This is an optimization exercise on Yosys and OpenROAD, whose aim is small area and a short achievable clock period, not a production implementation.
RTL that was checked went through simulation tests only; none was proved equivalent to the original.
Only the layout flow was run in run 6; the RTL was not checked for function there.
No activity file was given, so power comes from the tool's default toggle rates.

[flow/design.v]
`default_nettype none
package trace_monitor_pkg;
    typedef enum logic [3:0] {
        TRIG_START_EN   = 4'h0,
        TRIG_END_EN     = 4'h1,
        TRIG_START_ADDR = 4'h2,
        TRIG_END_ADDR   = 4'h3,
        RANGE_LO_EN     = 4'h4,
        RANGE_HI_EN     = 4'h5,
        RANGE_LO        = 4'h6,
        RANGE_HI        = 4'h7
    } ctrl_addr_t;
    localparam int INSTR_WIDTH = 32;
    localparam logic [INSTR_WIDTH-1:0] WFI_INSTRUCTION = 32'h1050_0073;
endpackage
`default_nettype wire
`timescale 1ns/1ns
`default_nettype none
module trace_monitor #(
    parameter int XLEN          = 32,
    parameter int DELTA_WIDTH   = 16,
    parameter int WFI_HOLD      = 8,
    parameter int FIFO_DEPTH    = 8,
    parameter bit WRITE_ON_EDGE = 1'b1
) (
    input  wire logic clk,
    input  wire logic rst_n,
    input  wire logic [XLEN-1:0] pc,
    input  wire logic [31:0] instr,
    input  wire logic en,
    input  wire logic [3:0] ctrl_addr,
    input  wire logic [XLEN-1:0] ctrl_wdata,
    input  wire logic ctrl_write_enable,
    input  wire logic m_tready,
    output logic      m_tvalid,
    output logic [32+DELTA_WIDTH+XLEN-1:0] m_tdata,
    output logic      m_tlast,
    output logic      overflow
);
    localparam int REC_W   = 32 + DELTA_WIDTH + XLEN;
    localparam int MEM_N   = FIFO_DEPTH - 1;           
    localparam int WCNT_W  = $clog2(WFI_HOLD + 1);
    localparam logic [31:0] WFI = trace_monitor_pkg::WFI_INSTRUCTION;
    function automatic logic [1:0] ucmp(input logic [XLEN-1:0] a, input logic [XLEN-1:0] b);
        logic [XLEN-1:0] g, l;
        g = a & ~b;
        l = ~a & b;
        for (int s = 1; s < XLEN; s = s * 2) begin
            for (int i = 0; i + s < XLEN; i = i + 2 * s) begin
                g[i] = g[i+s] | (~l[i+s] & g[i]);
                l[i] = l[i+s] | (~g[i+s] & l[i]);
            end
        end
        ucmp = {g[0], l[0]};
    endfunction
    logic            we_q;
    logic            wr;
    logic            start_en, end_en, lo_en, hi_en;
    logic [XLEN-1:0] start_addr, end_addr, lo_bound, hi_bound;
    logic            start_en_n, end_en_n, lo_en_n, hi_en_n;
    logic [XLEN-1:0] start_addr_n, end_addr_n, lo_bound_n, hi_bound_n;
    logic            wr_lo, wr_hi;
    assign wr    = WRITE_ON_EDGE ? (ctrl_write_enable & ~we_q) : ctrl_write_enable;
    assign wr_lo = wr && (ctrl_addr == trace_monitor_pkg::RANGE_LO);
    assign wr_hi = wr && (ctrl_addr == trace_monitor_pkg::RANGE_HI);
    always_comb begin
        start_en_n   = start_en;
        end_en_n     = end_en;
        start_addr_n = start_addr;
        end_addr_n   = end_addr;
        lo_en_n      = lo_en;
        hi_en_n      = hi_en;
        lo_bound_n   = lo_bound;
        hi_bound_n   = hi_bound;
        if (!rst_n) begin
            start_en_n   = 1'b0;
            end_en_n     = 1'b0;
            start_addr_n = '0;
            end_addr_n   = '1;
            lo_en_n      = 1'b0;
            hi_en_n      = 1'b0;
            lo_bound_n   = '0;
            hi_bound_n   = '1;
        end else if (wr) begin
            case (ctrl_addr)
                trace_monitor_pkg::TRIG_START_EN:   start_en_n   = ctrl_wdata[0];
                trace_monitor_pkg::TRIG_END_EN:     end_en_n     = ctrl_wdata[0];
                trace_monitor_pkg::TRIG_START_ADDR: start_addr_n = ctrl_wdata;
                trace_monitor_pkg::TRIG_END_ADDR:   end_addr_n   = ctrl_wdata;
                trace_monitor_pkg::RANGE_LO_EN:     lo_en_n      = ctrl_wdata[0];
                trace_monitor_pkg::RANGE_HI_EN:     hi_en_n      = ctrl_wdata[0];
                trace_monitor_pkg::RANGE_LO:        lo_bound_n   = ctrl_wdata;
                trace_monitor_pkg::RANGE_HI:        hi_bound_n   = ctrl_wdata;
                default: ;
            endcase
        end
    end
    always_ff @(posedge clk) begin
        we_q       <= rst_n & ctrl_write_enable;
        start_en   <= start_en_n;
        end_en     <= end_en_n;
        start_addr <= start_addr_n;
        end_addr   <= end_addr_n;
        lo_en      <= lo_en_n;
        hi_en      <= hi_en_n;
        lo_bound   <= lo_bound_n;
        hi_bound   <= hi_bound_n;
    end
    logic [XLEN-1:0] pc_s0;
    logic [31:0]     instr_s0;
    logic            s0_ok;
    logic            hist_ok_n;           
    logic            hist_is_wfi, hist_is_wfi_n;
    assign hist_ok_n     = rst_n && s0_ok;
    assign hist_is_wfi_n = hist_ok_n && (instr_s0 == WFI);
    always_ff @(posedge clk) begin
        pc_s0       <= pc;
        instr_s0    <= instr;
        s0_ok       <= rst_n;
        hist_is_wfi <= hist_is_wfi_n;
    end
    logic [WCNT_W-1:0] wfi_cnt, wfi_cnt_n;
    always_comb begin
        if (!rst_n || !hist_is_wfi)  wfi_cnt_n = '0;
        else if (wfi_cnt < WFI_HOLD) wfi_cnt_n = wfi_cnt + 1'b1;
        else                         wfi_cnt_n = wfi_cnt;
    end
    always_ff @(posedge clk) wfi_cnt <= wfi_cnt_n;
    logic started, ended, started_n, ended_n;
    always_comb begin
        started_n = started;
        ended_n   = ended;
        if (start_en && (pc == start_addr)) begin
            started_n = 1'b1;
            ended_n   = 1'b0;
        end
        if (end_en && (pc == end_addr)) begin
            ended_n   = 1'b1;
            started_n = 1'b0;
        end
        if (!rst_n) begin
            started_n = 1'b0;
            ended_n   = 1'b0;
        end
    end
    always_ff @(posedge clk) begin
        started <= started_n;
        ended   <= ended_n;
    end
    logic [1:0] cmp_lo, cmp_hi, cmp_wd;
    logic       retire_n, trig_n, lo_ok_n, hi_ok_n, write_ok;
    assign cmp_lo = ucmp(pc_s0, lo_bound);
    assign cmp_hi = ucmp(pc_s0, hi_bound);
    assign cmp_wd = ucmp(pc_s0, ctrl_wdata);
    assign retire_n = hist_ok_n && (pc_s0 != '0)
                      && ((pc != pc_s0) || (wfi_cnt_n == WCNT_W'(WFI_HOLD - 1)));
    assign trig_n   = (!start_en_n || started_n) && (!end_en_n || !ended_n);
    assign lo_ok_n  = !lo_en_n || !(wr_lo ? cmp_wd[0] : cmp_lo[0]);
    assign hi_ok_n  = !hi_en_n || !(wr_hi ? cmp_wd[1] : cmp_hi[1]);
    always_ff @(posedge clk) begin
        write_ok <= retire_n && (wfi_cnt_n != WCNT_W'(WFI_HOLD)) && trig_n
                    && lo_ok_n && hi_ok_n;
    end
    logic record_write;
    assign record_write = en && write_ok;
    logic [DELTA_WIDTH-1:0] cycles, cycles_n, cycles_inc, carry;
    assign carry[0] = 1'b1;
    for (genvar i = 1; i < DELTA_WIDTH; i++) begin : g_carry
        assign carry[i] = &cycles[i-1:0];
    end
    assign cycles_inc = cycles ^ carry;
    always_comb begin
        if (!rst_n)              cycles_n = '0;
        else if (record_write)   cycles_n = {{(DELTA_WIDTH-1){1'b0}}, 1'b1};
        else if (cycles != '1)   cycles_n = cycles_inc;
        else                     cycles_n = cycles;
    end
    always_ff @(posedge clk) cycles <= cycles_n;
    logic [REC_W-1:0]  head_q;
    logic              valid_q, tlast_q, ovf_q;
    logic [MEM_N-1:0][REC_W-1:0] slot_d;
    logic [MEM_N-1:0]  slot_l;
    logic [MEM_N-1:0]  wr_oh, rd_oh, wr_oh_n, rd_oh_n;
    logic [MEM_N-1:0]  mtherm, mtherm_n;   
    logic              mnz, mfull;
    logic              head_free, to_mem, from_mem;
    logic [REC_W-1:0]  next_data;
    logic              next_last;
    assign mnz       = mtherm[0];
    assign mfull     = mtherm[MEM_N-1];
    assign head_free = !valid_q || m_tready;
    assign from_mem  = head_free && mnz;
    assign to_mem    = record_write && !mfull && (mnz || !head_free);
    always_comb begin
        wr_oh_n  = wr_oh;
        rd_oh_n  = rd_oh;
        mtherm_n = mtherm;
        if (to_mem)   wr_oh_n = {wr_oh[MEM_N-2:0], wr_oh[MEM_N-1]};
        if (from_mem) rd_oh_n = {rd_oh[MEM_N-2:0], rd_oh[MEM_N-1]};
        if (to_mem && !from_mem)      mtherm_n = {mtherm[MEM_N-2:0], 1'b1};
        else if (from_mem && !to_mem) mtherm_n = {1'b0, mtherm[MEM_N-1:1]};
        if (!rst_n) begin
            wr_oh_n  = MEM_N'(1);
            rd_oh_n  = MEM_N'(1);
            mtherm_n = '0;
        end
    end
    always_ff @(posedge clk) begin
        for (int i = 0; i < MEM_N; i++) begin
            if (wr_oh_n[i] && !mtherm_n[MEM_N-1]) begin
                slot_d[i] <= {instr_s0, cycles_n, pc_s0};
                slot_l[i] <= hist_is_wfi_n;
            end
        end
    end
    always_comb begin
        next_data = '0;
        next_last = 1'b0;
        for (int i = 0; i < MEM_N; i++) begin
            next_data = next_data | ({REC_W{rd_oh[i]}} & slot_d[i]);
            next_last = next_last | (rd_oh[i] && slot_l[i]);
        end
    end
    always_ff @(posedge clk) begin
        if (head_free) head_q <= next_data;
    end
    always_ff @(posedge clk) begin
        wr_oh  <= wr_oh_n;
        rd_oh  <= rd_oh_n;
        mtherm <= mtherm_n;
        if (!rst_n) begin
            valid_q <= 1'b0;
            tlast_q <= 1'b0;
            ovf_q   <= 1'b0;
        end else begin
            valid_q <= (valid_q && !m_tready) || mnz || record_write;
            if (head_free) tlast_q <= next_last && (mnz || record_write);
            if (record_write && mfull) ovf_q <= 1'b1;
        end
    end
    assign m_tvalid = valid_q;
    assign m_tdata  = head_q;
    assign m_tlast  = tlast_q;
    assign overflow = ovf_q;
endmodule
`default_nettype wire
[flow/run.sh]
#!/bin/bash
# synth_recipe.tcl (not shown) runs the flow's synth.tcl, then flattens the netlist and writes it again
# the make line also repeats each setting of config.mk as NAME=value (left out here)
make -C /OpenROAD-flow-scripts/flow DESIGN_CONFIG=/design/flow/config.mk WORK_HOME=/design/flow/orfs CLKGATE_MAP_FILE= SYNTH_SCRIPT=/design/flow/synth_recipe.tcl finish
[flow/config.mk]
export PLATFORM = sky130hd
export DESIGN_NAME = trace_monitor
export DESIGN_NICKNAME = trace_monitor
export VERILOG_FILES = /design/flow/design.v
export SDC_FILE = /design/flow/constraint.sdc
export NUM_CORES = 4
export LEC_CHECK = 0
export CAP_MARGIN = 20
export CORE_MARGIN = 2
export CORE_UTILIZATION = 65
export PLACE_DENSITY = 0.75
export SETUP_SLACK_MARGIN = 2.9
export SLEW_MARGIN = 20
export TNS_END_PERCENT = 5
[flow/constraint.sdc]
create_clock -name core_clock -period 5.0 [get_ports {clk}]
set_input_delay 1.0000 -clock core_clock [delete_from_list [all_inputs] [get_ports {clk}]]
set_output_delay 1.0000 -clock core_clock [all_outputs]
set_load 0.01 [all_outputs]
==> reports/metrics.yaml, run 1 <==
synth_cell_types: 68
avgRoutedWirePerCell_microns: 27.08
grt_pass1_vias: 21350
path_class: "primary input to register"
p_per_area_mw_per_mm2: 420.1
max_slew.worst_pin.slew_ns: 1.187
area_growth_pct: 21.85
worstPathArrival_ns: 2.90
numClockSinks: 893
wl_microns: 91360
synthArstFlopShare: 0
postRouteAntennaNets: 0
core-area_sq_mm: 0.05120
hold_buffers: 0
reg2regPathDepth: 10
critPathLaunch: "m_tready"
synth_ff_type: "edfxtp_1"
critPathRequiredTime_ns: 5.34
vias: 22040
first_iter_violations: 2914
path_clk_slew_ns: 0.06
clockRootBuffer: "clkbuf_16"
die_h_microns: 231.2
status: "no timing/DRC/antenna violations"
reg2reg_slack_ns: 2.51
leakage_nw: 14.50
grt_usage: 0.3296
yosysSeqAreaShare: 0.7258
synth-seq-cells: 893
r2r_end: "slot_d[282]$_DFFE_PP_"
syn-cell-area_sq_mm: 0.03355
io_buffers: 187
end_kind: "register"
ir_drop_mv: 0.2751
post-route-period-util: 0.5135
critPathLaunchType: "primary input"
setup_viol: 0
rsz0062_at_grt: "yes"
fp-row-count: 83
hold_viol_final: 0
io_pins: 188
holdWs_ns: 0.4664
clkLatencyLatePin_ns: 0.64
die_area_sq_mm: 0.05345
post_drt_via_cell_ratio: 6.531
synth_edf_count: 647
drtPass1Iterations: 9
fp.dieW_microns: 231.2
crit_end: "slot_d[188]$_DFFE_PP_"
clock_skew_ns: 0.02511
n_antenna_cell: 0
nets: 2735
mostFrequentLayoutCells: "edfxtp_1 (647), nand2_1 (283), dfxtp_1 (214), a22oi_1 (163), clkdlybuf4s50_1 (122)"
hpwl_microns: 49230
synth_area_per_cell_sq_um: 14.11
fin_setup_tns_ns: 0
r2r_start: "cycles[1]$_DFF_P_"
drv_cap: 0
fmax_ghz: 0.3895
cp_max_fo: 9
initial_core_util: 0.6553
grt_start_max_net_pins: 84
period_minus_slack_ns: 2.567
postSynthCellCount: 2378
grt.overflow.total: 0
numCtsBuffers: 86
whs_path_depth: 2
slew_viol_final: 0
synth_nets: 2490
synth-warning-count: 1
antenna_found_initial: 0
layout-drive-gt1-share: 0.1559
final_common_cell: "edfxtp_1"
gp_congestion: 0.8999
hold_class: "register to register"
grt_pass1_wl_microns: 131000
relSlewSlack: 0.2087
remaining_drc_errors: 0
htreeDepth: 3
cts_tree: "yes"
cts_max_path_buffers: 3
## metal layers
layer  share of wire  vias up  global-route usage
met4           0.052        0              0.1623
met1            0.36    10840              0.4266
met5               0        -                   0
met2            0.50     1375              0.5535
met3           0.081      242             0.04503
li1                -     9581                   -
## worst max-delay path, cell delays in order
cell       delay, ns
buf_6           0.09
nand2b_4        0.13
nor2b_4         0.12
or3_4           0.36
clkinv_4        0.08
ha_4            0.16
o21ai_4         0.07
and2_4          0.21
buf_12          0.14
nor2b_4         0.12
buf_6           0.20
clkbuf_16       0.22
## synthesized netlist by cell type, types with 38 or more instances
cell | count | area share
inv_1 | 72 | 0.0081
a22oi_1 | 163 | 0.036
nand3_1 | 124 | 0.018
xor2_1 | 45 | 0.012
a222oi_1 | 81 | 0.024
clkbuf_1 | 119 | 0.013
a21boi_0 | 83 | 0.019
edfxtp_1 | 647 | 0.58
o211ai_1 | 49 | 0.011
nor2b_1 | 44 | 0.0082
dfxtp_1 | 246 | 0.15
xnor2_1 | 61 | 0.016
nor2_1 | 38 | 0.0043
nand2_1 | 290 | 0.032
## how the worst min path moves through the flow
stage	slack (ns)	start	end
6_report	0.47	lo_bound[29]$_SDFFE_PN0P_	lo_bound[29]$_SDFFE_PN0P_
3_3_place_gp	0.45	lo_bound[0]$_SDFFE_PN0P_	lo_bound[0]$_SDFFE_PN0P_
4_1_cts	0.47	lo_bound[0]$_SDFFE_PN0P_	lo_bound[0]$_SDFFE_PN0P_
2_1_floorplan	0.44	lo_bound[0]$_SDFFE_PN0P_	lo_bound[0]$_SDFFE_PN0P_
3_5_place_dp	0.46	lo_bound[0]$_SDFFE_PN0P_	lo_bound[0]$_SDFFE_PN0P_
5_1_grt	0.50	start_addr[28]$_SDFFE_PN0P_	start_addr[28]$_SDFFE_PN0P_
## sequential cells by signal, indices dropped and copies added (netlist names), 4 cells and up
name        cells
slot_d        560
head_q         80
end_addr       32
hi_bound       32
instr_s0       32
lo_bound       32
pc_s0          32
start_addr     32
cycles         16
mtherm          7
rd_oh           7
slot_l          7
wr_oh           7
wfi_cnt         4
## through the flow
stage / utilization / instance area (sq um) / power (W) / worst slack, ns / cells
after floorplan: - / 33660 / 0.009505 / 0.4514 / 2378
after global placement: 0.7080 / 36250 / 0.01044 / 0.7408 / 3150
after detailed placement: 0.7080 / 36250 / 0.01048 / 0.6971 / 3150
after CTS: 0.7832 / 40100 / 0.01709 / 2.144 / 3351
after global routing: 0.7985 / 40880 / 0.01760 / 2.364 / 3374
final: 0.7985 / 40880 / 0.01717 / 2.433 / 3374
## where the power goes
| part | switching [W] | internal, W |
|---|---|---|
| combinational | 0.000916 | 0.000838 |
| clock | 0.00278 | 0.00392 |
| sequential | 0.000332 | 0.00838 |
| total | 0.00403 | 0.0131 |
## cell families after synthesis
| family | count (synthesis) | share of synthesized area |
|---|---|---|
| flip-flops | 893 | 0.7258 |
| adder cells (fa/ha/maj) | 62 | 0.01969 |
| AO/OA/AOI/OAI | 491 | 0.1141 |
| multiplexers | 2 | 0.0005967 |
| XOR/XNOR | 106 | 0.02767 |
| buffers and inverters | 205 | 0.02409 |
| AND/OR/NAND/NOR | 619 | 0.08804 |
## layout make-up
class	count	area [sq um]
timing repair buffer	289	3371
clock buffer	119	2389
multi-input combinational	1280	9080
sequential	893	24420
fill	2762	10310
inverter	73	279.0
clock inverter	40	498.0
tap	680	850.8
## what timing repair did
action | CTS | global route
setup buffers | 29 | 17
pin swaps | 6 | 53
gates cloned | 13 | 5
endpoints found under the setup margin | 1077 | 1018
resized for setup | 98 | 243
==> run 2: changes to the inputs <==
--- a/flow/config.mk
+++ b/flow/config.mk
@@ -7,8 +7,7 @@
 export LEC_CHECK = 0
 export CAP_MARGIN = 20
 export CORE_MARGIN = 2
-export CORE_UTILIZATION = 65
-export PLACE_DENSITY = 0.75
+export CORE_UTILIZATION = 40
 export SETUP_SLACK_MARGIN = 2.9
 export SLEW_MARGIN = 20
 export TNS_END_PERCENT = 5
==> run 2 against run 1 <==
  * Hold slack lost 0.00060 ns
  * Clock skew increased by 0.017 ns
  * Combinational power is 4% lower
  * Critical path type unchanged
  * Critical endpoint is now slot_d[175]$_DFFE_PP_
  * Sequential share of layout area shrank 1.3 points
==> reports/metrics.yaml, run 2 <==
crit_path_frequent_cell: "buf_6"
yosysSeqAreaShare: 0.7258  # unchanged
antenna_found_initial: 0  # unchanged
area_growth_pct: 24.68
swShare: 0.2364  # +0.001584
hold_viol_final: 0  # unchanged
hpwl_microns: 52780  # +7.2%
synth_cell_types: 68  # unchanged
avgRoutedWirePerCell_microns: 24.67  # -8.9%
post-route-period-util: 0.5307  # +0.01716
whs_path_depth: 2  # unchanged
grt_pass1_vias: 21180  # -0.81%
fin_setup_tns_ns: 0  # unchanged
worstPathArrival_ns: 3.00  # +0.10 ns
critical-path-slowest-cell: "or3_4"
synth_ff_type: "edfxtp_1"
end_kind: "register"
grt_start_max_net_pins: 87  # +3.6%
io_pins: 188  # unchanged
relSlewSlack: 0.4015  # +0.1928
synth-warning-count: 1  # unchanged
nets: 2756  # +0.77%
wl_microns: 93780  # +2.6%
remaining_drc_errors: 0  # unchanged
postRouteAntennaNets: 0  # unchanged
yosys.area.top_type: "edfxtp_1"
first_iter_violations: 2372  # -19%
clock_skew_ns: 0.04204  # +0.01693 ns
core-area_sq_mm: 0.08329  # +63%
final_common_cell: "edfxtp_1"
status: "no timing/DRC/antenna violations"
fmax_ghz: 0.3769  # -3.2%
comb_power_share: 0.097  # -0.005
clockRootBuffer: "clkbuf_16"
postSynthCellCount: 2378  # unchanged
syn-cell-area_sq_mm: 0.03355  # unchanged
slew_viol_final: 0  # unchanged
p_per_area_mw_per_mm2: 416.0  # -0.98%
io_buffers: 187  # unchanged
ys_top_cells_by_count: "edfxtp_1 (647), nand2_1 (290), dfxtp_1 (246), a22oi_1 (163), nand3_1 (124)"
path_delay_family: "simple AND/OR/NAND/NOR gates"
r2r_end: "write_ok$_DFF_P_"
top_register: "slot_d"
critPathLaunch: "m_tready"
path_clk_slew_ns: 0.06  # about the same
cp.buffers_inverters: 7  # +2
drv_cap: 0  # unchanged
initial_core_util: 0.4028  # -0.2525
power_frac_clock: 0.401  # +0.011
post_drt_via_cell_ratio: 5.664  # -13%
synth_area_per_cell_sq_um: 14.11  # unchanged
clkLatencyLatePin_ns: 0.66  # +0.02 ns
cts_max_path_buffers: 3  # unchanged
largest_reg_flops: 560  # unchanged
ir_drop_mv: 0.3344  # +22%
max_slew.worst_pin.slew_ns: 0.8978  # -0.2892 ns
synth-seq-cells: 893  # unchanged
grt.overflow.total: 0  # unchanged
largestRegisters: "slot_d (560), head_q (80)"
numClockSinks: 893  # unchanged
mostFrequentLayoutCells: "edfxtp_1 (647), nand2_1 (282), dfxtp_1 (213), a22oi_1 (163), clkdlybuf4s50_1 (130)"
cp_max_fo: 7  # -2
r2r_start: "pc_s0[20]$_DFF_P_"
rsz0062_at_grt: "yes"
hold_buffers: 0  # unchanged
path_class: "primary input to register"
critPathMaxStageDelay_ns: 0.36  # about the same
htreeDepth: 3  # unchanged
synth_nets: 2490  # unchanged
layout-drive-gt1-share: 0.1669  # +0.01095
fp-row-count: 106  # +28%
vias: 21530  # -2.3%
setup_viol: 0  # unchanged
grt_pass1_wl_microns: 136900  # +4.5%
crit_chain: "buf_6, nand2b_4, nor2b_4, or3_4, clkinv_4, ha_4, o21ai_4, and2_4, buf_12, buf_6, nor2b_4, buf_6, buf_12, buf_16"
p_int_w: 0.01329  # +1.1%
stdcell_count: 3802  # +13%
die_h_microns: 293.6  # +27%
synthArstFlopShare: 0  # unchanged
grt_usage: 0.2131  # -0.1166
cp_num_cells: 14  # +2
crit_end: "slot_d[175]$_DFFE_PP_"
period_minus_slack_ns: 2.653  # +0.08581 ns
worst_slack_ns: 2.347  # -0.08581 ns
synth_edf_count: 647  # unchanged
drtPass1Iterations: 7  # -2
critPathLaunchType: "primary input"
die_area_sq_mm: 0.08621  # +61%
pwr-share-seq: 0.502  # -0.005
power.net_switching_w: 0.004113  # +2.0%
gp_congestion: 0.8841  # -1.8%
yosysMostFrequentCell: "edfxtp_1"
cts_tree: "yes"
placedCellCount: 3548  # +13%
numCtsBuffers: 93  # +8.1%
reg2reg_slack_ns: 2.44  # -0.07 ns
fp.dieW_microns: 293.6  # +27%
critPathRequiredTime_ns: 5.35  # about the same
hold_class: "register to register"
place_ws_ns: 0.6928  # -0.004326 ns
synth_top_area_frac: 0.5791  # unchanged
leakage_nw: 14.50  # about the same
reg2regPathDepth: 9  # -1
synth_area_leaders: "edfxtp_1 (58%), dfxtp_1 (15%), a22oi_1 (3.6%)"
-- run 2: repair_timing --
| action | in CTS | in global routing |
|---|---|---|
| setup buffers | 41 | 13 |
| pin swaps | 18 | 46 |
| setup endpoints to repair | 967 | 970 |
| gates cloned | 26 | 0 |
| gates resized for setup | 211 | 160 |
-- run 2: metal layers --
metal / track usage / share of wire / vias to the layer above
met4: 0.07852 / 0.037 / 0
met2: 0.3552 / 0.49 / 928
li1: - / - / 9629
met3: 0.03505 / 0.073 / 170
met5: 0 / 0 / -
met1: 0.2810 / 0.40 / 10810
-- run 2: layout make-up --
| class | count | area, sq um |
|---|---|---|
| Fill cell | 6917 | 41460 |
| Sequential cell | 893 | 24430 |
| Multi-Input combinational cell | 1280 | 9054 |
| Timing Repair Buffer | 303 | 3565 |
| Clock buffer | 126 | 2653 |
| Tap cell | 1080 | 1351 |
| Clock inverter | 46 | 494.2 |
| Inverter | 73 | 279.0 |
| Antenna cell | 1 | 2.502 |
-- run 2: worst min-delay path by stage --
| stage | startpoint | to |
|---|---|---|
| 6_report | lo_bound[29]$_SDFFE_PN0P_ | lo_bound[29]$_SDFFE_PN0P_ |
| 5_1_grt | pc[9] | pc_s0[9]$_DFF_P_ |
| 4_1_cts | lo_bound[26]$_SDFFE_PN0P_ | lo_bound[26]$_SDFFE_PN0P_ |
| 3_5_place_dp | lo_bound[26]$_SDFFE_PN0P_ | lo_bound[26]$_SDFFE_PN0P_ |
| 3_3_place_gp | lo_bound[0]$_SDFFE_PN0P_ | lo_bound[0]$_SDFFE_PN0P_ |
| 2_1_floorplan | lo_bound[0]$_SDFFE_PN0P_ | lo_bound[0]$_SDFFE_PN0P_ |
-- run 2: power groups by stage --
stage	combinational, W	clock, W	sequential [W]
6_report	0.00168	0.00698	0.00873
5_1_grt	0.00180	0.00739	0.00878
4_1_cts	0.00167	0.00711	0.00874
2_1_floorplan	0.000699	0	0.00881
3_3_place_gp	0.00163	0	0.00888
3_5_place_dp	0.00164	0	0.00889
-- run 2: through the flow --
| step | util | cell area [sq um] | hold slack [ns] | power [W] |
|---|---|---|---|---|
| after detailed placement | 0.4406 | 36700 | 0.4618 | 0.01053 |
| after global placement | 0.4406 | 36700 | 0.4522 | 0.01051 |
| after global routing | 0.5022 | 41830 | 0.4710 | 0.01797 |
| after CTS | 0.4976 | 41450 | 0.4683 | 0.01752 |
| after floorplan | - | 33660 | 0.4389 | 0.009505 |
| final | 0.5023 | 41830 | 0.4658 | 0.01740 |
-- run 2: logic make-up after synthesis --
| logic type | synth area share |
|---|---|
| buffers and inverters | 0.02409 |
| AOI/OAI and AO/OA | 0.1141 |
| muxes | 0.0005967 |
| DFF | 0.7258 |
| adders and majority gates | 0.01969 |
| and+or+nand+nor | 0.08804 |
| xor gates and xnor gates | 0.02767 |
-- run 2: worst min-delay path, stage by stage (launching register included) --
cell and delay [ns]:
dfxtp_1 0.31, nand2_1 0.05, a21boi_0 0.06
==> run 3: changes to the inputs <==
--- a/flow/design.v
+++ b/flow/design.v
@@ -197,8 +197,11 @@
         mtherm_n = mtherm;
         if (to_mem)   wr_oh_n = {wr_oh[MEM_N-2:0], wr_oh[MEM_N-1]};
         if (from_mem) rd_oh_n = {rd_oh[MEM_N-2:0], rd_oh[MEM_N-1]};
-        if (to_mem && !from_mem)      mtherm_n = {mtherm[MEM_N-2:0], 1'b1};
-        else if (from_mem && !to_mem) mtherm_n = {1'b0, mtherm[MEM_N-1:1]};
+        if (to_mem) begin
+            if (!from_mem) mtherm_n = {mtherm[MEM_N-2:0], 1'b1};
+        end else begin
+            if (from_mem)  mtherm_n = {1'b0, mtherm[MEM_N-1:1]};
+        end
         if (!rst_n) begin
             wr_oh_n  = MEM_N'(1);
             rd_oh_n  = MEM_N'(1);
==> flow/flow/run.sh (new file) <==
#!/bin/bash
# Layout flow: the standard ORFS flow (standard.sh, which also runs the
# standard synthesis unchanged), with one change: the port buffers that
# buffer_ports inserts are plain buf_1 cells instead of the delay buffer it
# picks by default. The timing repair steps may still resize them.
set -euo pipefail
export BUFFER_PORTS_ARGS="-buffer_cell sky130_fd_sc_hd__buf_1"
bash standard.sh > standard.log 2>&1
==> flow/standard.sh (new file) <==
#!/bin/bash
# synth_recipe.tcl (not shown) runs the flow's synth.tcl, then flattens the netlist and writes it again
# the make line also repeats each setting of config.mk as NAME=value (left out here)
make -C /OpenROAD-flow-scripts/flow DESIGN_CONFIG=/design/flow/config.mk WORK_HOME=/design/flow/orfs CLKGATE_MAP_FILE= SYNTH_SCRIPT=/design/flow/synth_recipe.tcl "${@:-finish}"
--- a/flow/config.mk
+++ b/flow/config.mk
@@ -7,7 +7,8 @@
 export LEC_CHECK = 0
 export CAP_MARGIN = 20
 export CORE_MARGIN = 2
-export CORE_UTILIZATION = 40
+export CORE_UTILIZATION = 65
+export PLACE_DENSITY = 0.75
 export SETUP_SLACK_MARGIN = 2.9
 export SLEW_MARGIN = 20
 export TNS_END_PERCENT = 5
removed: flow/run.sh
==> run 3 against run 2 <==
  * Still clean
  * Synthesized cell count is the same
  * Critical path depth shrank 5
  * Sequential power shrank 6.4%
  * Design area shrank 6.9%
  * Highest routed layer unchanged
==> reports/metrics.yaml, run 3 <==
synth_cell_types: 59  # -13%
avgRoutedWirePerCell_microns: 25.94  # +5.2%
layout-drive-gt1-share: 0.1407  # -0.02612
period_minus_slack_ns: 2.443  # -0.2105 ns
grt_usage: 0.3274  # +0.1143
grt_pass1_vias: 21890  # +3.4%
reg2regPathDepth: 9  # unchanged
vias: 22000  # +2.2%
initial_core_util: 0.6541  # +0.2513
top_register: "slot_d"
clock_skew_ns: 0.02292  # -0.01913 ns
hpwl_microns: 49250  # -6.7%
end_kind: "register"
drtPass1Iterations: 9  # +2
worstPathArrival_ns: 2.82  # -0.18 ns
reg2reg_slack_ns: 2.56  # +0.12 ns
mostFrequentLayoutCells: "edfxtp_1 (647), nand2_1 (288), dfxtp_1 (211), a22oi_1 (168), buf_1 (164)"
whs_endpoint: "lo_bound[0]$_SDFFE_PN0P_"
critPathLaunchType: "register"
die_area_sq_mm: 0.05314  # -38%
hold_class: "register to register"
io_pins: 188  # unchanged
max_slew.worst_pin.slew_ns: 0.8410  # -0.05676 ns
rsz0062_at_grt: "yes"
gp_congestion: 0.9659  # +9.3%
path_clk_slew_ns: 0.06  # about the same
cts_tree: "yes"
setup_viol: 0  # unchanged
whs_path_depth: 2  # unchanged
largestRegisters: "slot_d (560), head_q (80)"
fin_setup_tns_ns: 0  # unchanged
io_buffers: 187  # unchanged
synth_ff_type: "edfxtp_1"
path_class: "register to register"
htreeDepth: 3  # unchanged
synth_area_leaders: "edfxtp_1 (58%), dfxtp_1 (15%), a22oi_1 (3.8%)"
grt.overflow.total: 0  # unchanged
synth_nets: 2488  # -0.080%
nets: 2722  # -1.2%
synth_edf_count: 647  # unchanged
cp_max_fo: 8  # +1
wl_microns: 87320  # -6.9%
synth_area_per_cell_sq_um: 14.03  # -0.60%
largest_reg_flops: 560  # unchanged
ir_drop_mv: 0.3167  # -5.3%
fp-row-count: 83  # -22%
core-area_sq_mm: 0.05099  # -39%
fmax_ghz: 0.4094  # +8.6%
r2r_start: "cycles[0]$_DFF_P_"
clkLatencyLatePin_ns: 0.64  # -0.02 ns
multi_input_area_sq_mm: 0.008879  # -1.9%
yosysMostFrequentCell: "edfxtp_1"
clockRootBuffer: "clkbuf_16"
n_antenna_cell: 0  # -1
p_per_area_mw_per_mm2: 398.4  # -4.2%
power_w: 0.01551  # -11%
grt_pass1_wl_microns: 129800  # -5.2%
synth_top_area_frac: 0.5825  # +0.003476
post_drt_via_cell_ratio: 6.537  # +15%
slew_viol_final: 0  # unchanged
hold_viol_final: 0  # unchanged
hold_path_startpoint: "lo_bound[0]$_SDFFE_PN0P_"
design_area_sq_mm: 0.03893  # -6.9%
numClockSinks: 893  # unchanged
final_common_cell: "edfxtp_1"
drv_cap: 0  # unchanged
first_iter_violations: 2913  # +23%
synth-seq-cells: 893  # unchanged
synthArstFlopShare: 0  # unchanged
antenna_found_initial: 0  # unchanged
cts_max_path_buffers: 3  # unchanged
grt_start_max_net_pins: 87  # unchanged
post-route-period-util: 0.4885  # -0.04210
place_area_sq_mm: 0.03482  # -5.1%
fillers: 3037  # -56%
synth-warning-count: 1  # unchanged
ys_top_cells_by_count: "edfxtp_1 (647), nand2_1 (296), dfxtp_1 (246), a22oi_1 (168), nand3_1 (136)"
critPathRequiredTime_ns: 5.38  # +0.03 ns
area_growth_pct: 16.71
die_h_microns: 230.5  # -21%
syn-cell-area_sq_mm: 0.03335  # -0.60%
yosysSeqAreaShare: 0.7302  # +0.004357
fp.dieW_microns: 230.5  # -21%
status: "no timing/DRC/antenna violations"
yosys.area.top_type: "edfxtp_1"
relSlewSlack: 0.4393  # +0.03784
postSynthCellCount: 2378  # unchanged
remaining_drc_errors: 0  # unchanged
leakage_nw: 13.43  # -7.4%
numCtsBuffers: 87  # -6.5%
postRouteAntennaNets: 0  # unchanged
seq_area_sq_mm: 0.02444  # about the same
r2r_end: "slot_d[352]$_DFFE_PP_"
-- run 3: cell count changes after synthesis, sizes merged, moves of 8 or more --
cell,change
a31oi,+11
inv,-10
maj3,-25
nand2b,+8
nand3,+12
nand4,-13
nor4,+11
o211ai,-18
xnor2,-55
xor2,+54
-- run 3: final cells by class --
class / instances / share of cell area
clock buffer: 108 / 0.05927
sequential: 893 / 0.6280
tap: 680 / 0.02186
clock inverter: 55 / 0.01781
multi-input combinational: 1304 / 0.2281
timing repair buffer: 263 / 0.03815
inverter: 63 / 0.006846
-- run 3: kinds of logic (layout without fill, tap and decap cells) --
logic type / Yosys count / count (layout) / share of synthesized area
buf+inv: 189 / 489 / 0.02161
fa+ha+maj: 35 / 35 / 0.01103
compound gates: 511 / 511 / 0.1175
flops: 893 / 893 / 0.7302
mux: 2 / 2 / 0.0006003
simple gates: 643 / 651 / 0.09154
xor+xnor: 105 / 105 / 0.02757
-- run 3: worst max-delay path: stages (launching register included) --
cell and delay, ns:
dfxtp_4 0.36, ha_4 0.13, and3_4 0.20, and3_4 0.22
nand3_4 0.11, nor3_4 0.35, nand3_4 0.21, xnor2_4 0.33
a21boi_2 0.11, buf_6 0.15
-- run 3: worst max-delay path by stage --
stage,to,start
finish,slot_d[352]$_DFFE_PP_,cycles[0]$_DFF_P_
global route,slot_d[513]$_DFFE_PP_,cycles[0]$_DFF_P_
CTS,write_ok$_DFF_P_,pc[25]
detailed placement,slot_d[315]$_DFFE_PP_,m_tready
global placement,slot_d[504]$_DFFE_PP_,m_tready
floorplan,slot_d[0]$_DFFE_PP_,m_tready
-- run 3: where the power goes --
group / total (W) / switching (W) / internal [W]
registers: 0.00817 / 0.000140 / 0.00803
clock network: 0.00681 / 0.00278 / 0.00403
logic: 0.000525 / 0.000331 / 0.000194
total: 0.0155 / 0.00325 / 0.0123
-- run 3: routing by layer --
metal / part of all wire / wire, microns / vias to the layer above / GRT usage
li1: - / - / 9588 / -
met1: 0.37 / 32290 / 10860 / 0.4240
met2: 0.49 / 43060 / 1316 / 0.5377
met3: 0.084 / 7305 / 238 / 0.04620
met4: 0.053 / 4660 / 0 / 0.1849
met5: 0 / 0 / - / 0
-- run 3: metrics by stage --
step | worst slack, ns | hold WS (ns) | util | instances
floorplan | 1.476 | 0.4389 | - | 2378
global placement | 1.545 | 0.4532 | 0.6829 | 3150
detailed placement | 1.485 | 0.4579 | 0.6829 | 3150
CTS | 2.603 | 0.4290 | 0.7545 | 3347
global route | 2.496 | 0.4397 | 0.7634 | 3366
finish | 2.557 | 0.4639 | 0.7634 | 3366
-- run 3: timing repair --
item / in CTS / in global routing
hold buffers: 0 / 0
endpoints found under the setup margin: 921 / 911
gates cloned: 9 / 0
endpoints found under the hold margin: 0 / 0
buffers inserted: 25 / 19
pin swaps: 14 / 27
gates resized for setup: 93 / 100
==> run 4: changes to the inputs <==
--- a/flow/config.mk
+++ b/flow/config.mk
@@ -8,7 +8,9 @@
 export CAP_MARGIN = 20
 export CORE_MARGIN = 2
 export CORE_UTILIZATION = 65
+export CTS_CLUSTER_DIAMETER = 100
+export CTS_CLUSTER_SIZE = 30
 export PLACE_DENSITY = 0.75
-export SETUP_SLACK_MARGIN = 2.9
+export SETUP_SLACK_MARGIN = 2.75
 export SLEW_MARGIN = 20
-export TNS_END_PERCENT = 5
+export TNS_END_PERCENT = 100
==> run 4 against run 3 <==
  * First-iteration DRC count up 6.2%
  * Combinational power grew 5.3%
  * Cell count down 0.51%
  * Sequential power hardly changed
  * Area after synthesis did not move
  * Wire length increased by 6.4%
  * Register-to-register slack better by 0.09 ns
  * Flip-flop and latch count unchanged
  * Synthesized cell count unchanged
  * Total power decreased by 21%
  * Largest cell class unchanged
  * Largest power group unchanged
  * Highest routed layer is now met5
==> reports/metrics.yaml, run 4 <==
postRouteAntennaNets: 0  # unchanged
ir_drop_mv: 0.2705  # -15%
io_pins: 188  # unchanged
synth-seq-cells: 893  # unchanged
r2r_start: "valid_q$_SDFF_PN0_"
yosysMostFrequentCell: "edfxtp_1"
path_clk_slew_ns: 0.12  # +0.06 ns
yosysSeqAreaShare: 0.7302  # unchanged
reg2regPathDepth: 11  # +2
clockRootBuffer: "clkbuf_16"
postSynthCellCount: 2378  # unchanged
synth_edf_count: 647  # unchanged
critPathRequiredTime_ns: 5.31  # -0.07 ns
synth_area_leaders: "edfxtp_1 (58%), dfxtp_1 (15%), a22oi_1 (3.8%)"
power.net_switching_w: 0.002636  # -19%
cts_tree: "yes"
synth_compound_area_frac: 0.1175  # unchanged
layout-drive-gt1-share: 0.1532  # +0.01251
core-area_sq_mm: 0.05099  # unchanged
synth_top_family_by_area: "compound AO/OA/AOI/OAI gates"
numCtsBuffers: 35  # -60%
whs_path_depth: 2  # unchanged
r2r_end: "slot_d[308]$_DFFE_PP_"
period_minus_slack_ns: 2.412  # -0.03089 ns
hold_buffers: 0  # unchanged
ys_top_cells_by_count: "edfxtp_1 (647), nand2_1 (296), dfxtp_1 (246), a22oi_1 (168), nand3_1 (136)"
leakage_nw: 13.33  # -0.74%
synth_cell_types: 59  # unchanged
grt_usage: 0.3182  # -0.009169
fp.dieW_microns: 230.5  # unchanged
synth-warning-count: 1  # unchanged
critPathLaunchType: "primary input"
final_common_cell: "edfxtp_1"
post-route-period-util: 0.4824  # -0.006178
critPathMaxStageDelay_ns: 0.32  # -0.04 ns
path_delay_family: "buffers and inverters"
power_frac_clock: 0.292  # -0.147
numClockSinks: 893  # unchanged
rsz0062_at_grt: "yes"
n_antenna_cell: 0  # unchanged
whs_endpoint: "lo_bound[17]$_SDFFE_PN0P_"
grt_start_max_net_pins: 78  # -10%
grt_pass1_wl_microns: 126700  # -2.4%
clkLatencyLatePin_ns: 0.60  # -0.04 ns
hold_class: "register to register"
holdWs_ns: 0.4773  # +0.01339 ns
relSlewSlack: 0.4054  # -0.03390
initial_core_util: 0.6541  # unchanged
fmax_ghz: 0.4146  # +1.3%
setup_viol: 0  # unchanged
synthSimpleGateAreaFrac: 0.09154  # unchanged
post_drt_via_cell_ratio: 6.665  # +2.0%
synth_ff_type: "edfxtp_1"
cp_max_fo: 7  # -1
first_iter_violations: 3094  # +6.2%
path_class: "primary input to register"
remaining_drc_errors: 0  # unchanged
worstPathArrival_ns: 2.72  # -0.10 ns
die_h_microns: 230.5  # unchanged
p_per_area_mw_per_mm2: 316.6  # -21%
grt.overflow.total: 0  # unchanged
fin_setup_tns_ns: 0  # unchanged
cts_max_path_buffers: 3  # unchanged
critPathLaunch: "m_tready"
hold_viol_final: 0  # unchanged
synthArstFlopShare: 0  # unchanged
crit_path_frequent_cell: "buf_6"
gp_congestion: 0.9603  # -0.58%
fillers: 3040  # +0.099%
synth_area_per_cell_sq_um: 14.03  # unchanged
p_int_w: 0.009665  # -21%
mostFrequentLayoutCells: "edfxtp_1 (647), nand2_1 (280), dfxtp_1 (206), a22oi_1 (168), buf_1 (145)"
io_buffers: 187  # unchanged
crit_chain: "buf_6, nor2b_4, buf_12, nor2_4, nor3_4, buf_4, buf_6, nand2_4, a21boi_4, and2_4, buf_6, clkbuf_16"
drv_cap: 0  # unchanged
yosys.area.top_type: "edfxtp_1"
end_kind: "register"
syn-cell-area_sq_mm: 0.03335  # unchanged
top_register: "slot_d"
synth_nets: 2488  # unchanged
status: "no timing/DRC/antenna violations"
hold_path_startpoint: "lo_bound[17]$_SDFFE_PN0P_"
synthAdderAreaFrac: 0.01103  # unchanged
cp.buffers_inverters: 6  # +5
comb_power_share: 0.045  # +0.011
wl_microns: 92910  # +6.4%
max_slew.worst_pin.slew_ns: 0.8919  # +0.05085 ns
antenna_found_initial: 1  # +1
largestRegisters: "slot_d (560), head_q (80)"
slew_viol_final: 0  # unchanged
die_area_sq_mm: 0.05314  # unchanged
htreeDepth: 2  # -1
critical-path-slowest-cell: "and2_4"
synth_mux_area_frac: 0.0006002  # unchanged
swShare: 0.2143  # +0.004419
vias: 22320  # +1.4%
synth_top_area_frac: 0.5825  # unchanged
drtPass1Iterations: 10  # +1
reg2reg_slack_ns: 2.65  # +0.09 ns
synth_xor_area_frac: 0.02757  # unchanged
clock_skew_ns: 0.02557  # +0.002652 ns
avgRoutedWirePerCell_microns: 27.74  # +6.9%
grt_pass1_vias: 20760  # -5.2%
fp-row-count: 83  # unchanged
area_growth_pct: 16.51
largest_reg_flops: 560  # unchanged
pwr-share-seq: 0.663  # +0.136
hpwl_microns: 48270  # -2.0%
nets: 2754  # +1.2%
## run 4: cell counts after synthesis
No cell type changed its count.
## run 4: kinds of logic after synthesis
family	count (synthesis)
DFF	893
xor gates and xnor gates	105
buffers and inverters	189
muxes	2
and+or+nand+nor	643
adders and majority gates	35
AOI/OAI and AO/OA	511
## run 4: worst reg2reg max path, cell delays in order, from the launching register on
cell	delay, ns
dfxtp_1	0.38
nor2b_4	0.18
buf_12	0.11
nor2_4	0.04
nor3_4	0.20
buf_4	0.16
buf_6	0.10
nand2_4	0.06
a21boi_4	0.20
and2_4	0.32
buf_6	0.18
clkbuf_16	0.15
## run 4: how the worst max path moves through the flow
stage                     slack (ns)  cells past startpoint                    end
after floorplan                 1.48                      5    slot_d[0]$_DFFE_PP_
after global placement          1.35                      7  slot_d[330]$_DFFE_PP_
after detailed placement        1.28                      7  slot_d[330]$_DFFE_PP_
after CTS                       2.68                     10  slot_d[292]$_DFFE_PP_
after global routing            2.58                     12  slot_d[308]$_DFFE_PP_
final                           2.59                     12  slot_d[308]$_DFFE_PP_
## run 4: power groups by stage
stage	Clock, W	Sequential [W]	Combinational (W)
after global placement	0	0.00832	0.000457
after CTS	0.00357	0.00816	0.000506
after floorplan	0	0.00829	0.000257
final	0.00359	0.00816	0.000553
after detailed placement	0	0.00833	0.000468
after global routing	0.00381	0.00818	0.000589
## run 4: stage by stage
| stage | utilization | setup slack [ns] | total power, W | area (sq um) | instances |
|---|---|---|---|---|---|
| after floorplan | - | 1.479 | 0.008547 | 33490 | 2378 |
| after global placement | 0.6831 | 1.351 | 0.008775 | 34830 | 3146 |
| after detailed placement | 0.6831 | 1.282 | 0.008797 | 34830 | 3146 |
| after CTS | 0.7313 | 2.682 | 0.01223 | 37290 | 3271 |
| after global routing | 0.7621 | 2.582 | 0.01258 | 38860 | 3349 |
| final | 0.7621 | 2.588 | 0.01230 | 38860 | 3349 |
## run 4: timing repair
action                     4_1_cts  5_1_grt
gates resized for setup        165      132
setup endpoints to repair      786      718
pin swaps                       33       34
gates cloned                    21       34
setup buffers                   42       43
## run 4: area by class of cell
| cell class | instances | area, sq um | share of cell area |
|---|---|---|---|
| Sequential cell | 893 | 24460 | 0.6294 |
| Multi-Input combinational cell | 1309 | 9079 | 0.2336 |
| Timing Repair Buffer | 340 | 3149 | 0.08104 |
| Clock buffer | 61 | 1026 | 0.02640 |
| Tap cell | 680 | 850.8 | 0.02190 |
| Inverter | 63 | 262.8 | 0.006762 |
| Timing Repair inverter | 2 | 27.53 | 0.0007084 |
| Clock inverter | 1 | 7.507 | 0.0001932 |
## run 4: metal layers
layer	up-vias	routed length, microns	GRT usage	part of all wire
li1	9605	-	-	-
met1	11070	33150	0.4322	0.36
met2	1397	46080	0.5331	0.50
met3	244	8710	0.03397	0.094
met4	2	4955	0.1292	0.053
met5	-	12	0	0.00013
==> run 5: changes to the inputs <==
==> flow/run.sh (new file) <==
#!/bin/bash
# synth_recipe.tcl (not shown) runs the flow's synth.tcl, then flattens the netlist and writes it again
# the make line also repeats each setting of config.mk as NAME=value (left out here)
make -C /OpenROAD-flow-scripts/flow DESIGN_CONFIG=/design/flow/config.mk WORK_HOME=/design/flow/orfs CLKGATE_MAP_FILE= SYNTH_SCRIPT=/design/flow/synth_recipe.tcl finish
--- a/flow/config.mk
+++ b/flow/config.mk
@@ -11,6 +11,6 @@
 export CTS_CLUSTER_DIAMETER = 100
 export CTS_CLUSTER_SIZE = 30
 export PLACE_DENSITY = 0.75
-export SETUP_SLACK_MARGIN = 2.75
+export SETUP_SLACK_MARGIN = 2.9
 export SLEW_MARGIN = 20
-export TNS_END_PERCENT = 100
+export TNS_END_PERCENT = 5
removed: flow/flow/run.sh
removed: flow/standard.sh
==> run 5 against run 4 <==
  * Still clean
  * Register-to-register slack better by 0.03 ns
  * Clock power down 2%
  * Via count down 1.7%
  * Critical endpoint is now slot_d[383]$_DFFE_PP_
  * Largest cell class unchanged
  * Largest power group unchanged
==> reports/metrics.yaml, run 5 <==
p_int_w: 0.009722  # +0.59%
cts_max_path_buffers: 3  # unchanged
power_frac_clock: 0.286  # -0.006
synth_cell_types: 59  # unchanged
end_kind: "register"
numClockSinks: 893  # unchanged
synth_nets: 2488  # unchanged
power.net_switching_w: 0.002609  # -1.0%
hold_viol_final: 0  # unchanged
setup_viol: 0  # unchanged
fp.dieW_microns: 230.5  # unchanged
synth_area_leaders: "edfxtp_1 (58%), dfxtp_1 (15%), a22oi_1 (3.8%)"
initial_core_util: 0.6541  # unchanged
yosysSeqAreaShare: 0.7302  # unchanged
critPathRequiredTime_ns: 5.32  # about the same
largestRegisters: "slot_d (560), head_q (80)"
fillers: 2967  # -2.4%
power_w: 0.01233  # +0.25%
remaining_drc_errors: 0  # unchanged
max_slew.worst_pin.slew_ns: 1.180  # +0.2883 ns
fmax_ghz: 0.4262  # +2.8%
synth_edf_count: 647  # unchanged
design_area_sq_mm: 0.03927  # +1.1%
ir_drop_mv: 0.2435  # -10%
core-area_sq_mm: 0.05099  # unchanged
io_pins: 188  # unchanged
htreeDepth: 2  # unchanged
post-route-period-util: 0.4693  # -0.01307
cts_tree: "yes"
place_ws_ns: 0.9597  # -0.3222 ns
yosys.area.top_type: "edfxtp_1"
postRouteAntennaNets: 0  # unchanged
synth_area_per_cell_sq_um: 14.03  # unchanged
comb_power_share: 0.052  # +0.007
synth-warning-count: 1  # unchanged
clock_skew_ns: 0.01699  # -0.008577 ns
numCtsBuffers: 35  # unchanged
fp-row-count: 83  # unchanged
grt_usage: 0.3247  # +0.006426
period_minus_slack_ns: 2.346  # -0.06535 ns
final_common_cell: "edfxtp_1"
path_class: "primary input to register"
status: "no timing/DRC/antenna violations"
grt_pass1_vias: 21200  # +2.1%
first_iter_violations: 2935  # -5.1%
io_buffers: 187  # unchanged
drtPass1Iterations: 10  # unchanged
clkLatencyLatePin_ns: 0.59  # about the same
hold_class: "register to register"
yosysMostFrequentCell: "edfxtp_1"
slew_viol_final: 0  # unchanged
vias: 21930  # -1.7%
place_area_sq_mm: 0.03600  # +3.4%
rsz0062_at_grt: "yes"
layout-drive-gt1-share: 0.1636  # +0.01034
post_drt_via_cell_ratio: 6.590  # -1.1%
ys_top_cells_by_count: "edfxtp_1 (647), nand2_1 (296), dfxtp_1 (246), a22oi_1 (168), nand3_1 (136)"
area_growth_pct: 17.75
wl_microns: 88730  # -4.5%
drv_cap: 0  # unchanged
synthArstFlopShare: 0  # unchanged
swShare: 0.2116  # -0.002681
grt.overflow.total: 0  # unchanged
cp_max_fo: 8  # +1
avgRoutedWirePerCell_microns: 26.66  # -3.9%
nets: 2732  # -0.80%
clockRootBuffer: "clkbuf_16"
die_h_microns: 230.5  # unchanged
synth-seq-cells: 893  # unchanged
synth_top_area_frac: 0.5825  # unchanged
top_register: "slot_d"
p_per_area_mw_per_mm2: 314.0  # -0.81%
syn-cell-area_sq_mm: 0.03335  # unchanged
hold_buffers: 0  # unchanged
worst_slack_ns: 2.654  # +0.06535 ns
pwr-share-seq: 0.661  # -0.002
relSlewSlack: 0.2132  # -0.1922
die_area_sq_mm: 0.05314  # unchanged
leakage_nw: 13.78  # +3.4%
critPathLaunchType: "primary input"
grt_pass1_wl_microns: 129200  # +2.0%
fin_util: 0.7702  # +0.008097
antenna_found_initial: 0  # -1
largest_reg_flops: 560  # unchanged
hpwl_microns: 48970  # +1.5%
postSynthCellCount: 2378  # unchanged
grt_start_max_net_pins: 107  # +37%
fin_setup_tns_ns: 0  # unchanged
path_clk_slew_ns: 0.11  # about the same
synth_ff_type: "edfxtp_1"
worstPathArrival_ns: 2.66  # -0.06 ns
mostFrequentLayoutCells: "edfxtp_1 (647), nand2_1 (284), dfxtp_1 (206), a22oi_1 (168), nand3_1 (130)"
gp_congestion: 0.9590  # -0.14%
-- run 5: cell counts after synthesis --
Identical to the previous run, type by type.
-- run 5: cells by family after synthesis --
kind of cell               after synthesis  synth area share
adders and majority gates               35           0.01103
and+or+nand+nor                        643           0.09154
xor gates and xnor gates               105           0.02757
DFF                                    893            0.7302
buffers and inverters                  189           0.02161
AOI/OAI and AO/OA                      511            0.1175
muxes                                    2         0.0006003
-- run 5: power by group through the flow --
| stage | registers [W] | logic (W) | clock network [W] |
|---|---|---|---|
| detailed placement | 0.00833 | 0.000575 | 0 |
| global placement | 0.00832 | 0.000563 | 0 |
| finish | 0.00815 | 0.000645 | 0.00353 |
| floorplan | 0.00829 | 0.000255 | 0 |
| CTS | 0.00815 | 0.000583 | 0.00355 |
| global route | 0.00817 | 0.000679 | 0.00379 |
-- run 5: path summary, 6_finish.rpt --
| path | slack, ns | cells after the start | startpoint | endpoint |
|---|---|---|---|---|
| worst max register to register | 2.68 | 8 | pc_s0[8]$_DFF_P_ | write_ok$_DFF_P_ |
| worst min-delay path | 0.47 | 2 | lo_bound[0]$_SDFFE_PN0P_ | lo_bound[0]$_SDFFE_PN0P_ |
| worst max-delay path | 2.65 | 11 | m_tready | slot_d[383]$_DFFE_PP_ |
| worst min register to register | 0.47 | 2 | lo_bound[0]$_SDFFE_PN0P_ | lo_bound[0]$_SDFFE_PN0P_ |
-- run 5: metrics by stage --
| stage | std cells | hold slack [ns] |
|---|---|---|
| after floorplan | 2378 | 0.4389 |
| after global placement | 3152 | 0.4529 |
| after detailed placement | 3152 | 0.4620 |
| after CTS | 3290 | 0.4771 |
| after global routing | 3327 | 0.4908 |
| final | 3328 | 0.4691 |
-- run 5: repair_timing --
item / in CTS / in global routing
cloned: 24 / 4
gates resized for setup: 385 / 226
endpoints found under the setup margin: 977 / 964
setup buffers: 52 / 33
pin swaps: 40 / 63
-- run 5: metal layers --
layer  vias to the layer above  GRT usage  routed length, microns
met5                         -          0                       0
met4                         0     0.1421                    4259
met1                     10860     0.4327                   32820
met2                      1306     0.5426                   44070
li1                       9544          -                       -
met3                       218    0.04125                    7590
-- run 5: worst max-delay path: stages --
cell and delay (ns):
buf_6 0.10, nor2b_4 0.13, buf_6 0.12, nor2_4 0.04
nor3_4 0.16, buf_6 0.17, nand2_2 0.08, a21boi_4 0.17
and2_4 0.26, buf_6 0.16, bufbuf_16 0.27
-- run 5: cell type report --
cell class / count / area [sq um] / area share
multi-input cells: 1304 / 9336 / 0.2377
diodes: 1 / 2.502 / 0.00006372
clock inverters: 1 / 8.758 / 0.0002230
flip-flops and latches: 893 / 24450 / 0.6225
clock buffers: 61 / 1016 / 0.02587
repair inverters: 1 / 16.27 / 0.0004142
repair buffers: 324 / 3332 / 0.08484
inverters: 63 / 262.8 / 0.006691
well taps: 680 / 850.8 / 0.02167
==> run 6: changes to the inputs <==
--- a/flow/design.v
+++ b/flow/design.v
@@ -178,7 +178,8 @@
     always_ff @(posedge clk) cycles <= cycles_n;
     logic [REC_W-1:0]  head_q;
     logic              valid_q, tlast_q, ovf_q;
-    logic [MEM_N-1:0][REC_W-1:0] slot_d;
+    logic [MEM_N-1:0][REC_W-1:0] slot_d;    
+    logic [MEM_N-1:0][DELTA_WIDTH-1:0] slot_t;
     logic [MEM_N-1:0]  slot_l;
     logic [MEM_N-1:0]  wr_oh, rd_oh, wr_oh_n, rd_oh_n;
     logic [MEM_N-1:0]  mtherm, mtherm_n;   
@@ -208,19 +209,37 @@
             mtherm_n = '0;
         end
     end
-    always_ff @(posedge clk) begin
-        for (int i = 0; i < MEM_N; i++) begin
-            if (wr_oh_n[i] && !mtherm_n[MEM_N-1]) begin
-                slot_d[i] <= {instr_s0, cycles_n, pc_s0};
+    logic [MEM_N-1:0] slot_we;
+    always_comb begin
+        for (int i = 0; i < MEM_N; i++) begin
+            if (to_mem)
+                slot_we[i] = wr_oh[(i + MEM_N - 1) % MEM_N]
+                             && (!mtherm[MEM_N-2] || from_mem);
+            else
+                slot_we[i] = wr_oh[i] && (!mtherm[MEM_N-1] || from_mem);
+        end
+    end
+    always_ff @(posedge clk) begin
+        for (int i = 0; i < MEM_N; i++) begin
+            if (slot_we[i]) begin
+                slot_d[i] <= {instr_s0, {DELTA_WIDTH{1'b0}}, pc_s0};
                 slot_l[i] <= hist_is_wfi_n;
             end
         end
     end
+    always_ff @(posedge clk) begin
+        for (int i = 0; i < MEM_N; i++) begin
+            if (wr_oh[i] && !mfull) slot_t[i] <= cycles;
+        end
+    end
     always_comb begin
         next_data = '0;
         next_last = 1'b0;
-        for (int i = 0; i < MEM_N; i++) begin
-            next_data = next_data | ({REC_W{rd_oh[i]}} & slot_d[i]);
+        next_data[XLEN +: DELTA_WIDTH] = mnz ? '0 : cycles;
+        for (int i = 0; i < MEM_N; i++) begin
+            next_data[XLEN-1:0]            |= {XLEN{rd_oh[i]}} & slot_d[i][XLEN-1:0];
+            next_data[REC_W-1:XLEN+DELTA_WIDTH] |= {32{rd_oh[i]}} & slot_d[i][REC_W-1:XLEN+DELTA_WIDTH];
+            next_data[XLEN +: DELTA_WIDTH] |= {DELTA_WIDTH{rd_oh[i] && mnz}} & slot_t[i];
             next_last = next_last | (rd_oh[i] && slot_l[i]);
         end
     end
==> flow/flow/run.sh (new file) <==
#!/bin/bash
# Layout flow: the standard ORFS flow (standard.sh, which also runs the
# standard synthesis unchanged), with one change: the port buffers that
# buffer_ports inserts are plain buf_1 cells instead of the delay buffer it
# picks by default. The timing repair steps may still resize them.
set -euo pipefail
export BUFFER_PORTS_ARGS="-buffer_cell sky130_fd_sc_hd__buf_1"
bash standard.sh > standard.log 2>&1
==> flow/standard.sh (new file) <==
#!/bin/bash
# synth_recipe.tcl (not shown) runs the flow's synth.tcl, then flattens the netlist and writes it again
# the make line also repeats each setting of config.mk as NAME=value (left out here)
make -C /OpenROAD-flow-scripts/flow DESIGN_CONFIG=/design/flow/config.mk WORK_HOME=/design/flow/orfs CLKGATE_MAP_FILE= SYNTH_SCRIPT=/design/flow/synth_recipe.tcl "${@:-finish}"
--- a/flow/config.mk
+++ b/flow/config.mk
@@ -11,6 +11,6 @@
 export CTS_CLUSTER_DIAMETER = 100
 export CTS_CLUSTER_SIZE = 30
 export PLACE_DENSITY = 0.75
-export SETUP_SLACK_MARGIN = 2.9
+export SETUP_SLACK_MARGIN = 2.75
 export SLEW_MARGIN = 20
-export TNS_END_PERCENT = 5
+export TNS_END_PERCENT = 100
removed: flow/run.sh
==> run 6 against run 5 <==
  * Still clean
  * Total power is 0.64% lower
  * Setup slack worse by 0.13 ns
  * Sequential power hardly changed
  * Fmax is 5.1% lower
  * Core utilization is 2.5 points lower
==> reports/metrics.yaml, run 6 <==
hold_viol_final: 0  # unchanged
htreeDepth: 2  # unchanged
synthAdderAreaFrac: 0.01603  # +0.005002
numClockSinks: 893  # unchanged
grt_start_max_net_pins: 70  # -35%
synth_cell_types: 67  # +14%
synth-seq-cells: 893  # unchanged
fp.dieW_microns: 231.0  # +0.19%
synth_mux_area_frac: 0.001196  # +0.0005956
hold_class: "register to register"
clockRootBuffer: "clkbuf_16"
post_drt_via_cell_ratio: 6.709  # +1.8%
drv_cap: 0  # unchanged
layout-drive-gt1-share: 0.1190  # -0.04459
mostFrequentLayoutCells: "edfxtp_1 (647), nand2_1 (300), dfxtp_1 (204), a22oi_1 (167), buf_1 (160)"
core-area_sq_mm: 0.05109  # +0.20%
yosys.area.top_type: "edfxtp_1"
slew_viol_final: 0  # unchanged
power_w: 0.01225  # -0.64%
area_growth_pct: 13.68
synth_top_area_frac: 0.5803  # -0.002264
wl_microns: 90650  # +2.2%
path_delay_family: "buffers and inverters"
io_buffers: 187  # unchanged
fin_util: 0.7450  # -0.02522
first_iter_violations: 3274  # +12%
crit_chain: "buf_6, nor2b_4, nor2_2, or2_4, a21oi_4, buf_6, buf_6, a221oi_4, a21oi_4, buf_6, buf_6, buf_6, clkbuf_16"
fmax_ghz: 0.4044  # -5.1%
clkLatencyLatePin_ns: 0.62  # +0.03 ns
reg2reg_slack_ns: 2.59  # -0.09 ns
postSynthCellCount: 2429  # +2.1%
ys_top_cells_by_count: "edfxtp_1 (647), nand2_1 (306), dfxtp_1 (246), a22oi_1 (167), nand3_1 (129)"
synth-warning-count: 1  # unchanged
cp_max_fo: 5  # -3
postRouteAntennaNets: 0  # unchanged
synthSimpleGateAreaFrac: 0.09398  # +0.002447
vias: 22460  # +2.4%
grt.overflow.total: 0  # unchanged
critPathLaunchType: "primary input"
synth_area_per_cell_sq_um: 13.78  # -1.7%
worstPathArrival_ns: 2.80  # +0.14 ns
largestRegisters: "slot_d (448), slot_t (112), head_q (80)"
synth_ff_type: "edfxtp_1"
antenna_found_initial: 4  # +4
synth_xor_area_frac: 0.02825  # +0.0006776
die_h_microns: 231.0  # +0.19%
final_common_cell: "edfxtp_1"
top_register: "slot_d"
synth_edf_count: 647  # unchanged
drtPass1Iterations: 9  # -1
io_pins: 188  # unchanged
cts_tree: "yes"
design_area_sq_mm: 0.03806  # -3.1%
path_clk_slew_ns: 0.10  # about the same
period_minus_slack_ns: 2.473  # +0.1265 ns
setup_viol: 0  # unchanged
synthArstFlopShare: 0  # unchanged
place_area_sq_mm: 0.03501  # -2.8%
max_slew.worst_pin.slew_ns: 0.8626  # -0.3175 ns
avgRoutedWirePerCell_microns: 27.08  # +1.6%
ir_drop_mv: 0.2175  # -11%
hold_buffers: 0  # unchanged
yosysMostFrequentCell: "edfxtp_1"
numCtsBuffers: 35  # unchanged
worst_slack_ns: 2.527  # -0.1265 ns
synth_nets: 2539  # +2.0%
remaining_drc_errors: 0  # unchanged
p_per_area_mw_per_mm2: 321.9  # +2.5%
largest_reg_flops: 448  # -20%
die_area_sq_mm: 0.05334  # +0.38%
initial_core_util: 0.6553  # +0.001217
syn-cell-area_sq_mm: 0.03348  # +0.39%
status: "no timing/DRC/antenna violations"
clock_skew_ns: 0.03622  # +0.01922 ns
fp-row-count: 83  # unchanged
critical-path-slowest-cell: "or2_4"
critPathMaxStageDelay_ns: 0.29  # +0.02 ns
synth_area_leaders: "edfxtp_1 (58%), dfxtp_1 (15%), a22oi_1 (3.7%)"
end_kind: "register"
place_ws_ns: 1.269  # +0.3093 ns
yosysSeqAreaShare: 0.7274  # -0.002838
crit_path_frequent_cell: "buf_6"
synth_top_family_by_area: "compound AO/OA/AOI/OAI gates"
cts_max_path_buffers: 3  # unchanged
critPathRequiredTime_ns: 5.33  # about the same
leakage_nw: 12.94  # -6.1%
rsz0062_at_grt: "yes"
path_class: "primary input to register"
cp.buffers_inverters: 7  # +2
synth_compound_area_frac: 0.1117  # -0.005800
grt_pass1_wl_microns: 130900  # +1.3%
gp_congestion: 0.9279  # -3.2%
relSlewSlack: 0.4242  # +0.2110
grt_pass1_vias: 21610  # +1.9%
post-route-period-util: 0.4946  # +0.02530
hpwl_microns: 48200  # -1.6%
fin_setup_tns_ns: 0  # unchanged
nets: 2750  # +0.66%
grt_usage: 0.3297  # +0.005085
-- run 6: where the power goes --
| part | switching, W | total (W) | internal, W | leakage [nW] |
|---|---|---|---|---|
| Sequential | 0.000133 | 0.00816 | 0.00803 | 8.17 |
| Combinational | 0.000338 | 0.000543 | 0.000206 | 4.29 |
| Clock | 0.00216 | 0.00355 | 0.00139 | 0.486 |
-- run 6: cells by family (layout without fill, tap and decap cells) --
family,after synthesis,after routing
AO/OA/AOI/OAI,511,514
XOR/XNOR,108,108
adder cells (fa/ha/maj),51,51
AND/OR/NAND/NOR,673,674
other,0,3
multiplexers,4,4
buffers and inverters,189,420
flip-flops,893,893
-- run 6: what timing repair did --
action	4_1_cts	5_1_grt
gates resized for setup	155	44
buffers inserted	47	10
gates cloned	21	13
pin swaps	32	18
setup endpoints to repair	494	498
-- run 6: layer usage --
layer	share of wire	track usage	up-vias
met1	0.37	0.4556	11100
li1	-	-	9673
met5	0.00033	0	-
met3	0.10	0.03928	246
met4	0.045	0.1484	4
met2	0.48	0.5332	1436
-- run 6: through the flow --
step           cells  hold slack, ns
4_1_cts         3321          0.4554
6_report        3347          0.4652
3_3_place_gp    3192          0.4432
5_1_grt         3345          0.4683
3_5_place_dp    3192          0.4548
2_1_floorplan   2429          0.4318
-- run 6: path summary, 6_finish.rpt --
check	start	endpoint	depth (start not counted)
max reg2reg	mtherm[0]$_SDFFE_PN0P_	slot_d[228]$_DFFE_PP_	12
min	cycles[0]$_SDFFE_PN0P_	slot_t[0]$_DFFE_PP_	0
max	m_tready	slot_d[228]$_DFFE_PP_	13
min reg2reg	cycles[0]$_SDFFE_PN0P_	slot_t[0]$_DFFE_PP_	0
-- run 6: cell type report --
class	count	area [sq um]
sequential	893	24470
multi-input combinational	1351	8995
clock buffer	58	983.4
tap	680	850.8
fill	3181	13030
antenna	3	7.507
inverter	55	210.2
timing repair buffer	304	2511
clock inverter	3	33.78
-- run 6: worst register-to-register path, stage by stage (launching register included) --
cell and delay (ns):
dfxtp_4 0.45, buf_12 0.19, nor2_2 0.06, or2_4 0.29, a21oi_4 0.15, buf_6 0.13, buf_6 0.11, a221oi_4 0.07
a21oi_4 0.20, buf_6 0.13, buf_6 0.10, buf_6 0.12, clkbuf_16 0.15

port drivers added, routing unchanged:
Ports are ideal in the flow. The routed layouts listed here were re-timed in OpenROAD. Step 1, drivers: a clkbuf_16 drives clk and a buf_2 each remaining input, both assumed. Step 2 times the ports against the registers' clock, not the clock port: input delays grow and output delays shrink by t, the midpoint of the rising clock arrivals with the driver on. Three values: no drivers, after step 1, after step 2; two values: the first two.
run	shift t [ns]	setup slack, ns	hold WS [ns]	worst setup path at the end
run 1	0.687	2.433 / 2.384 / 1.775	0.466 / 0.466 / 0.466	input to register
run 2	0.704	2.347 / 2.343 / 1.676	0.466 / 0.466 / 0.466	input to register
run 3	0.685	2.557 / 2.557 / 1.949	0.464 / 0.427 / 0.464	input to register
run 4	0.655	2.588 / 2.621 / 1.967	0.477 / 0.455 / 0.477	input to register
run 5	0.647	2.654 / 2.615 / 1.967	0.469 / 0.469 / 0.469	input to register
run 6	0.665	2.527 / 2.557 / 1.891	0.465 / 0.440 / 0.465	input to register
After both steps setup and hold are still met in every run listed. For run 5, which loses most, drivers alone change the setup slack by -0.039 ns; drivers and shift together by -0.687 ns.
